Source: an optimization exercise on an open RTL-to-GDS flow (aim: small area, a short achievable clock period and few clock cycles). Production flows keep margins and buffers that such runs may drop. In this exercise RTL edits were held to simulation tests only and were not proved equivalent to the original. Power is estimated from default activity; no workload was simulated.

Design delta_list_sleep_queue, start of the top module:
module delta_list_sleep_queue #(
    parameter int MAX_TASKS   = dls_pkg::MAX_TASKS_DEF,
    parameter int DELAY_WIDTH = dls_pkg::DELAY_WIDTH_DEF
) (
    input  logic                            i_clk,
    input  logic                            i_rst_n,
    input  logic                            s_tvalid,
    output logic                            s_tready,
    input  logic [dls_pkg::S_DATA_W-1:0]    s_tdata,    
    input  logic [dls_pkg::KIND_W-1:0]      s_tuser,    
    output logic                            m_tvalid,
    input  logic                            m_tready,
    output logic [dls_pkg::M_DATA_W-1:0]    m_tdata,    
    output logic                            m_tlast
);
Size: ~1400 cells after synthesis, roughly 41 I/O pins, about 0.017 sq mm of cells after synthesis.
clock: 7.0 ns
lec_check: 0
abc_area: 1
cap_margin: 20
core_margin: 2
core_utilization: 60
cts_buf_list: sky130_fd_sc_hd__clkbuf_8
cts_cluster_diameter: 60
cts_cluster_size: 16
setup_slack_margin: 4.3
slew_margin: 20
run.sh (not shown) runs the stock make flow with config.mk's settings and CLKGATE_MAP_FILE= SYNTH_SCRIPT=/design/flow/synth_recipe.tcl, a recipe that flattens the netlist after the stock synthesis.
The starting point finished clean.
Testbench counts at the start, summed over its fixed seeds: cycles 5,063.
Edit:
CTS_CLUSTER_DIAMETER = not set   (was 60)
CTS_CLUSTER_SIZE = not set   (was 16)
SETUP_SLACK_MARGIN = 4.15   (was 4.3)
=> Synthesized cell count does not change; final area decreases by 0.38%; routed wire length decreases by 1.5%; clock skew decreases by 0.022 ns; area after synthesis is unchanged; count of clock-buffer cells in the layout increases by 25; final cell count increases by 1.5%.

build 94:
delta_list_sleep_queue again, from the RTL that the note above started with.
Settings: LEC_CHECK=0, ABC_AREA=1, CAP_MARGIN=20, CORE_MARGIN=2, CORE_UTILIZATION=75, CTS_BUF_LIST=sky130_fd_sc_hd__clkbuf_8, CTS_CLUSTER_DIAMETER=60, CTS_CLUSTER_SIZE=16, SETUP_SLACK_MARGIN=4.2, SLEW_MARGIN=20; clock period 7.0 ns.
Testbench counts of build 94, summed over its fixed seeds: cycles 5,063.
Input-level comparison between build 90 and build 94:
- CORE_UTILIZATION now 50, was 75
- SETUP_SLACK_MARGIN now 4.15, was 4.2
--- outcome ---
Changes observed in build 90 relative to build 94: peak clock frequency supported by timing now sits higher, layout clock buffer count now sits higher.
Compared with build 94, build 90 shows a lower final core utilization.

amber:
Starting RTL as in the previous note.
export LEC_CHECK = 0
export ABC_AREA = 1
export CAP_MARGIN = 20
export CORE_MARGIN = 2
export CORE_UTILIZATION = 55
export SETUP_SLACK_MARGIN = 4.0
export SLEW_MARGIN = 20
create_clock -name core_clock -period 7.0 [get_ports {i_clk}]
Testbench counts of amber, summed over its fixed seeds: cycles 5,063.
Inputs modified between amber and quartz:
- CORE_UTILIZATION now 60, was 55
- CTS_CLUSTER_SIZE now 16, previously not set
- CTS_CLUSTER_DIAMETER now 60, previously not set
- SETUP_SLACK_MARGIN now 4.15, was 4.0
- CTS_BUF_LIST now sky130_fd_sc_hd__clkbuf_8, previously not set
==> comparison <==
- quartz: done, clean on timing, DRC and antenna
- From amber to quartz the numbers moved as follows: via count of the first global-routing pass now smaller, worst hold slack barely changed, post-layout total power lost about 17%.
> inputs changed (quartz -> yarrow)
- a change of CAP_MARGIN from 20 to 0
- a change of SLEW_MARGIN from 20 to 0
In terms of routed wire length, quartz and yarrow differ only marginally.
As far as count of clock-buffer cells in the layout goes, yarrow and quartz are indistinguishable; the numbers are identical.
Against quartz, yarrow reports a worst relative slew slack that is lower.
Between yarrow and quartz, the fraction of area in multi-input gates does not differ in any meaningful way.
The worst setup slack on quartz is in line with that on yarrow.
Status: time the worst path needs with I/O delays and setup parity (yarrow, quartz)
Between quartz and yarrow, the total vias in the final route figures differ only marginally.
Input-level comparison between harbor and yarrow:
- a change of SLEW_MARGIN from 0 to 20
- an added GPL_TIMING_DRIVEN of 1
- a change of CAP_MARGIN from 0 to 20
- an added GPL_ROUTABILITY_DRIVEN of 0
## What came out
- Having completed the whole flow, harbor delivered a layout that passed the timing, DRC and antenna checks.
- In terms of final core utilization, harbor and yarrow differ only marginally.
- Higher number of logic stages on the critical path including buffering goes to yarrow over harbor.
- Tap cell instance count delta (harbor -> yarrow): insignificant
- harbor and yarrow ended up with nearly the same worst hold slack after final layout.
- In the tables for harbor and yarrow, worst-case setup margin in the final layout reads lower with harbor.
- Changes observed in harbor relative to yarrow: number of ordinary and repair buffers in the finished layout dropped 2.2%; number of global-route vias before repair increased 121; register share of the cell area has remained practically unchanged; final worst-path cycle share went up.
- ~same finished layout cell area in harbor and yarrow
--- input diff harbor..indigo ---
- removing GPL_ROUTABILITY_DRIVEN (formerly 0)
- removing CTS_CLUSTER_SIZE (formerly 16)
- changing CORE_UTILIZATION from 60 to 70
- removing CTS_CLUSTER_DIAMETER (formerly 60)
- changing SETUP_SLACK_MARGIN from 4.15 to 4.0
- removing GPL_TIMING_DRIVEN (formerly 1)
- Compared with harbor, in indigo worst slew slack as a fraction of its limit +8.7 points; worst setup slack -0.13 ns; maximum frequency -about 4.3%; area growth from synthesis to layout +1.2 points; share of the clock period used by the worst path +1.8 points.
- Last element of the critical path: g_slot[5].u_cell.r_due[7] -> harbor, m_tvalid -> indigo
- indigo: all stages complete, timing, DRC and antenna checks passed
- Between harbor and indigo, the multi-input gate count figures differ only marginally.
- indigo vs harbor: vias per cell up in indigo

==> port drivers added, routing unchanged <==
No port has a modelled driver above. Below, the same layouts with a new extraction and two added sets of constraints. Step 1: set_driving_cell puts a clkbuf_16 on i_clk and a buf_2 on each other input, an assumption about the parent block. Step 2 also shifts input and output timing later by t, the mid clock arrival at the registers, as if the neighbouring blocks saw the same clock. a / b / c = ideal / step 1 / step 2; a / b = the first two.
run	t (ns)	slack for setup (ns)	latest minus earliest clock arrival (ns)
the first run of note 1	0.666	4.277 / 4.277 / 3.974	0.054 / 0.054
the second run of note 1	0.637	4.169 / 4.169 / 3.726	0.033 / 0.033
build 94	0.661	4.025 / 4.025 / 3.862	0.049 / 0.049
build 90	0.629	4.220 / 4.220 / 3.962	0.032 / 0.032
amber	0.577	4.113 / 4.102 / 3.663	0.020 / 0.020
quartz	0.657	4.195 / 4.195 / 3.704	0.030 / 0.030
yarrow	0.657	4.195 / 4.195 / 3.697	0.030 / 0.029
harbor	0.665	4.183 / 4.183 / 3.718	0.054 / 0.054
indigo	0.645	4.055 / 4.006 / 3.698	0.025 / 0.025
After both steps setup and hold are still met in every run listed. For yarrow, which loses most, drivers alone change the setup slack by 0.000 ns; drivers and shift together by -0.498 ns.
